Source: an optimization exercise on an open RTL-to-GDS flow (aim: small area, a short achievable clock period and few clock cycles per item). Production flows keep margins and buffers that such runs may drop. In this exercise RTL edits were held to simulation tests only and were not proved equivalent to the original.

## main
==> flow/design.v <==
package act_pkg;
  localparam int LANE_W = 32;
  typedef enum logic [1:0] {
    ACT_BYPASS = 2'b00,
    ACT_RELU   = 2'b01,
    ACT_LEAKY  = 2'b10,
    ACT_CLIP   = 2'b11
  } act_mode_e;
  function automatic logic is_zero(input logic [LANE_W-1:0] x);
    is_zero = (x[LANE_W-2:0] == '0);
  endfunction
endpackage
module act_lane
#(
  parameter int SHW = 5
) (
  input  logic [act_pkg::LANE_W-1:0] x,
  input  logic [act_pkg::LANE_W-1:0] q,
  input  logic                       hold,
  input  logic [1:0]                 mode,
  input  logic [SHW-1:0]             shift,
  input  logic [act_pkg::LANE_W-2:0] himask,
  input  logic [act_pkg::LANE_W-1:0] clip,
  input  logic                       clip_zero,
  output logic [act_pkg::LANE_W-1:0] d,
  output logic                       zero
);
  localparam int MW = act_pkg::LANE_W - 1;
  logic          s;
  logic [MW-1:0] m;
  logic [MW-1:0] t;
  logic          m_nz, t_nz, gt, leaky_neg, kill, csel, sgn;
  logic          sel_x, sel_t, sel_c;
  assign s         = x[MW];
  assign m         = x[MW-1:0];
  assign t         = m >> shift;
  assign m_nz      = |m;
  assign t_nz      = |(m & himask);
  logic [31:0] g0, e0;
  logic [15:0] g1, e1;
  logic [7:0]  g2, e2;
  logic [3:0]  g3, e3;
  logic [1:0]  g4, e4;
  always_comb begin
    for (int i = 0; i < 32; i++) begin
      if (i < MW) begin g0[i] = m[i] & ~clip[i]; e0[i] = m[i] | ~clip[i]; end
      else        begin g0[i] = 1'b0;            e0[i] = 1'b1;            end
    end
    for (int i = 0; i < 16; i++) begin
      g1[i] = g0[2*i+1] | (e0[2*i+1] & g0[2*i]);
      e1[i] = g0[2*i+1] | (e0[2*i+1] & e0[2*i]);
    end
    for (int i = 0; i < 8; i++) begin
      g2[i] = g1[2*i+1] | (e1[2*i+1] & g1[2*i]);
      e2[i] = g1[2*i+1] | (e1[2*i+1] & e1[2*i]);
    end
    for (int i = 0; i < 4; i++) begin
      g3[i] = g2[2*i+1] | (e2[2*i+1] & g2[2*i]);
      e3[i] = g2[2*i+1] | (e2[2*i+1] & e2[2*i]);
    end
    for (int i = 0; i < 2; i++) begin
      g4[i] = g3[2*i+1] | (e3[2*i+1] & g3[2*i]);
      e4[i] = g3[2*i+1] | (e3[2*i+1] & e3[2*i]);
    end
  end
  assign gt        = g4[1] | (e4[1] & g4[0]);
  assign leaky_neg = (mode == act_pkg::ACT_LEAKY) && s;
  assign kill      = s && (mode == act_pkg::ACT_RELU || mode == act_pkg::ACT_CLIP);
  assign csel      = (mode == act_pkg::ACT_CLIP) && !s && gt;
  assign sel_x = !hold && !kill && !leaky_neg && !csel;
  assign sel_t = !hold && leaky_neg;
  assign sel_c = !hold && csel;
  always_comb begin
    case (mode)
      act_pkg::ACT_BYPASS: sgn = s;
      act_pkg::ACT_RELU:   sgn = 1'b0;
      act_pkg::ACT_LEAKY:  sgn = s && t_nz;
      default:             sgn = csel && clip[MW];
    endcase
    case (mode)
      act_pkg::ACT_BYPASS: zero = !m_nz;
      act_pkg::ACT_RELU:   zero = s || !m_nz;
      act_pkg::ACT_LEAKY:  zero = s ? !t_nz : !m_nz;
      default:             zero = s || !m_nz || clip_zero;
    endcase
  end
  assign d[MW]     = hold ? q[MW] : sgn;
  assign d[MW-1:0] = (q[MW-1:0] & {MW{hold}})
                   | (m         & {MW{sel_x}})
                   | (t         & {MW{sel_t}})
                   | (clip[MW-1:0] & {MW{sel_c}});
endmodule
module act_stream_unit
#(
  parameter int LANES = 6,
  parameter int BEATS = 6,
  parameter int SHW   = 5,
  localparam int ZCW  = $clog2(LANES*BEATS+1),
  localparam int CW   = $clog2(BEATS),
  localparam int PCW  = $clog2(LANES+1)
) (
  input  logic                    clk,
  input  logic                    rst_n,
  input  logic [1:0]              mode_i,
  input  logic [SHW-1:0]          shift_i,
  input  logic [act_pkg::LANE_W-1:0]       clip_i,
  input  logic                    in_valid,
  output logic                    in_ready,
  input  logic [LANES*act_pkg::LANE_W-1:0] in_data,
  output logic                    out_valid,
  input  logic                    out_ready,
  output logic [LANES*act_pkg::LANE_W-1:0] out_data,
  output logic                    out_last,
  output logic [ZCW-1:0]          out_zero_cnt
);
  localparam int W  = act_pkg::LANE_W;
  localparam logic [CW-1:0] LAST_BEAT = CW'(BEATS-1);
  logic [CW-1:0]  beat_cnt;      
  logic           first_q;       
  logic           v_q;
  logic [1:0]     mode_q;
  logic [SHW-1:0] shift_q;
  logic [W-1:0]   clip_q;
  logic [LANES*W-1:0] y_q;
  logic               last_q;
  logic [PCW-1:0]     pop_q;
  logic [ZCW-1:0]     zprev_q;
  logic [ZCW-4:0]     zhi1_q;    
  logic               accept, hold;
  logic [1:0]         mode_e;
  logic [SHW-1:0]     shift_e;
  logic [W-1:0]       clip_e;
  logic [W-2:0]       himask;
  logic               clip_zero;
  logic [LANES*W-1:0] y_d;
  logic [LANES-1:0]   zero_d;
  logic [PCW-1:0]     pop_d;
  assign in_ready  = !v_q || out_ready;
  assign hold      = !in_ready;
  assign accept    = in_valid && in_ready;
  assign out_valid = v_q;
  assign out_last  = last_q;
  assign out_data  = y_q;
  logic [2:0] zg, zp;
  logic [3:1] zc;
  assign zg    = zprev_q[2:0] & pop_q;
  assign zp    = zprev_q[2:0] ^ pop_q;
  assign zc[1] = zg[0];
  assign zc[2] = zg[1] | (zp[1] & zg[0]);
  assign zc[3] = zg[2] | (zp[2] & zg[1]) | (zp[2] & zp[1] & zg[0]);
  assign out_zero_cnt = {zc[3] ? zhi1_q : zprev_q[5:3], zp ^ {zc[2:1], 1'b0}};
  assign mode_e    = first_q ? mode_i  : mode_q;
  assign shift_e   = first_q ? shift_i : shift_q;
  assign clip_e    = first_q ? clip_i  : clip_q;
  assign clip_zero = (clip_e[W-2:0] == '0);
  for (genvar i = 0; i < W-1; i++) begin : g_mask
    assign himask[i] = (i >= shift_e);
  end
  for (genvar g = 0; g < LANES; g++) begin : g_lane
    act_lane #(.SHW(SHW)) u_lane (
      .x         (in_data[g*W +: W]),
      .q         (y_q[g*W +: W]),
      .hold      (hold),
      .mode      (mode_e),
      .shift     (shift_e),
      .himask    (himask),
      .clip      (clip_e),
      .clip_zero (clip_zero),
      .d         (y_d[g*W +: W]),
      .zero      (zero_d[g])
    );
  end
  logic [2:0] po, pa;
  logic       ge1, ge2, ge3, ge4, ge5, ge6;
  for (genvar k = 0; k < 3; k++) begin : g_pair
    assign po[k] = zero_d[2*k] | zero_d[2*k+1];
    assign pa[k] = zero_d[2*k] & zero_d[2*k+1];
  end
  assign ge1 = po[0] | po[1] | po[2];
  assign ge2 = pa[0] | pa[1] | pa[2] | (po[0] & po[1]) | (po[0] & po[2]) | (po[1] & po[2]);
  assign ge3 = (pa[0] & (po[1] | po[2])) | (pa[1] & (po[0] | po[2])) | (pa[2] & (po[0] | po[1]))
             | (po[0] & po[1] & po[2]);
  assign ge4 = (pa[0] & pa[1]) | (pa[0] & pa[2]) | (pa[1] & pa[2])
             | (pa[0] & po[1] & po[2]) | (pa[1] & po[0] & po[2]) | (pa[2] & po[0] & po[1]);
  assign ge5 = (pa[0] & pa[1] & po[2]) | (pa[0] & pa[2] & po[1]) | (pa[1] & pa[2] & po[0]);
  assign ge6 = pa[0] & pa[1] & pa[2];
  assign pop_d = {ge4, (ge2 & !ge4) | ge6, (ge1 & !ge2) | (ge3 & !ge4) | (ge5 & !ge6)};
  always_ff @(posedge clk or negedge rst_n) begin
    if (!rst_n) begin
      beat_cnt <= '0;
      first_q  <= 1'b1;
      v_q      <= 1'b0;
    end else begin
      if (in_ready) v_q <= in_valid;
      if (accept) begin
        beat_cnt <= (beat_cnt == LAST_BEAT) ? '0 : beat_cnt + 1'b1;
        first_q  <= (beat_cnt == LAST_BEAT);
      end
    end
  end
  always_ff @(posedge clk) begin
    y_q <= y_d;
    mode_q  <= mode_e;
    shift_q <= shift_e;
    clip_q  <= clip_e;
    if (accept) begin
      last_q  <= (beat_cnt == LAST_BEAT);
      pop_q   <= pop_d;
      zprev_q <= first_q ? '0 : out_zero_cnt;
      zhi1_q  <= first_q ? 3'd1 : out_zero_cnt[5:3] + 3'd1;
    end
  end
endmodule
export LEC_CHECK = 0
export ABC_AREA = 1
export CAP_MARGIN = 20
export CORE_MARGIN = 2
export CORE_UTILIZATION = 42
export SETUP_SLACK_MARGIN = 4.0
export SLEW_MARGIN = 20
create_clock -name core_clock -period 7.5 [get_ports {clk}]
standard.sh (not shown) runs the stock make flow with config.mk's settings and CLKGATE_MAP_FILE= SYNTH_SCRIPT=/design/flow/synth_recipe.tcl, a recipe that flattens the netlist after the stock synthesis.
==> flow/flow/run.sh <==
#!/bin/bash
# The standard layout (the standard.sh, unchanged synthesis and steps),
# with the port buffers made from buf_2 cells instead of the resizer's
# default pick, a slow delay buffer. Every port still gets its buffer.
set -o pipefail
export BUFFER_PORTS_ARGS="-buffer_cell sky130_fd_sc_hd__buf_2"
bash standard.sh > standard.log 2>&1
Testbench counts of main, summed over its fixed seeds: cycles 4,808, beats 4,800.
Relative to main, the following input files were edited for the feature branch:
--- a/flow/design.v
+++ b/flow/design.v
@@ -123,11 +123,10 @@
   logic [W-1:0]   clip_q;
   logic [LANES*W-1:0] y_q;
   logic               last_q;
   logic [PCW-1:0]     pop_q;
   logic [ZCW-1:0]     zprev_q;
-  logic [ZCW-4:0]     zhi1_q;    
   logic               accept, hold;
   logic [1:0]         mode_e;
   logic [SHW-1:0]     shift_e;
   logic [W-1:0]       clip_e;
   logic [W-2:0]       himask;
@@ -140,17 +139,20 @@
   assign accept    = in_valid && in_ready;
   assign out_valid = v_q;
   assign out_last  = last_q;
   assign out_data  = y_q;
   logic [2:0] zg, zp;
-  logic [3:1] zc;
-  assign zg    = zprev_q[2:0] & pop_q;
-  assign zp    = zprev_q[2:0] ^ pop_q;
+  logic [5:0] zc;
+  assign zg = zprev_q[2:0] & pop_q;
+  assign zp = zprev_q[2:0] ^ pop_q;
+  assign zc[0] = 1'b0;
   assign zc[1] = zg[0];
   assign zc[2] = zg[1] | (zp[1] & zg[0]);
   assign zc[3] = zg[2] | (zp[2] & zg[1]) | (zp[2] & zp[1] & zg[0]);
-  assign out_zero_cnt = {zc[3] ? zhi1_q : zprev_q[5:3], zp ^ {zc[2:1], 1'b0}};
+  assign zc[4] = zprev_q[3] & zc[3];
+  assign zc[5] = zprev_q[4] & zprev_q[3] & zc[3];
+  assign out_zero_cnt = {zprev_q[5:3], zp} ^ zc;
   assign mode_e    = first_q ? mode_i  : mode_q;
   assign shift_e   = first_q ? shift_i : shift_q;
   assign clip_e    = first_q ? clip_i  : clip_q;
   assign clip_zero = (clip_e[W-2:0] == '0);
   for (genvar i = 0; i < W-1; i++) begin : g_mask
@@ -198,16 +200,17 @@
       end
     end
   end
   always_ff @(posedge clk) begin
     y_q <= y_d;
-    mode_q  <= mode_e;
-    shift_q <= shift_e;
-    clip_q  <= clip_e;
     if (accept) begin
       last_q  <= (beat_cnt == LAST_BEAT);
       pop_q   <= pop_d;
       zprev_q <= first_q ? '0 : out_zero_cnt;
-      zhi1_q  <= first_q ? 3'd1 : out_zero_cnt[5:3] + 3'd1;
+      if (first_q) begin
+        mode_q  <= mode_i;
+        shift_q <= shift_i;
+        clip_q  <= clip_i;
+      end
     end
   end
 endmodule
Findings:
Sort the feature branch and main by global-route usage desc -> top: the feature branch. Relative to main, the flip-flop and latch count measured on the feature branch has decreased slightly. Looking at die area, the feature branch sits 1.2% higher than main does. The feature branch does better than main on setup slack. Compared with main, the feature branch shows a clock-buffer cell count that is about 20% higher. The worst setup slack for register-to-register paths in the feature branch was higher than what main gave. Diff main -> the feature branch | count of plain and timing-repair buffers | decrease of 5.1%.
Testbench counts of the feature branch, summed over its fixed seeds: cycles 4,808, beats 4,800.

static timing again, ports no longer ideal:
The flow's constraints put no driver on any port. The routed layouts listed below were extracted and timed again, unchanged, in two steps.
Step 1, drivers: a clkbuf_16 drives clk and a buf_2 each remaining input, both assumed.
Step 2 adds t to the input delays and takes it off the output delays; t is the mean of the earliest and latest rising clock arrival at the registers after step 1. Input paths then give back, and output paths get back, about the clock's delay inside the block.
a / b / c = no drivers / after step 1 / after step 2; a / b = the first two.
| run | t, ns | slack for setup (ns) | hold WS [ns] | clock arrival spread, ns | slew at the worst register clock pin (ns) |
|---|---|---|---|---|---|
| main | 0.716 | 3.788 / 3.788 / 3.144 | 0.450 / 0.450 / 0.450 | 0.043 / 0.043 | 0.09 / 0.09 |
| the feature branch | 0.684 | 3.871 / 3.799 / 3.250 | 0.476 / 0.476 / 0.476 | 0.035 / 0.035 | 0.07 / 0.07 |
After both steps every run listed still meets setup and hold. The setup slack of main, which loses most, moves by 0.000 ns with the drivers and by -0.644 ns with both steps.
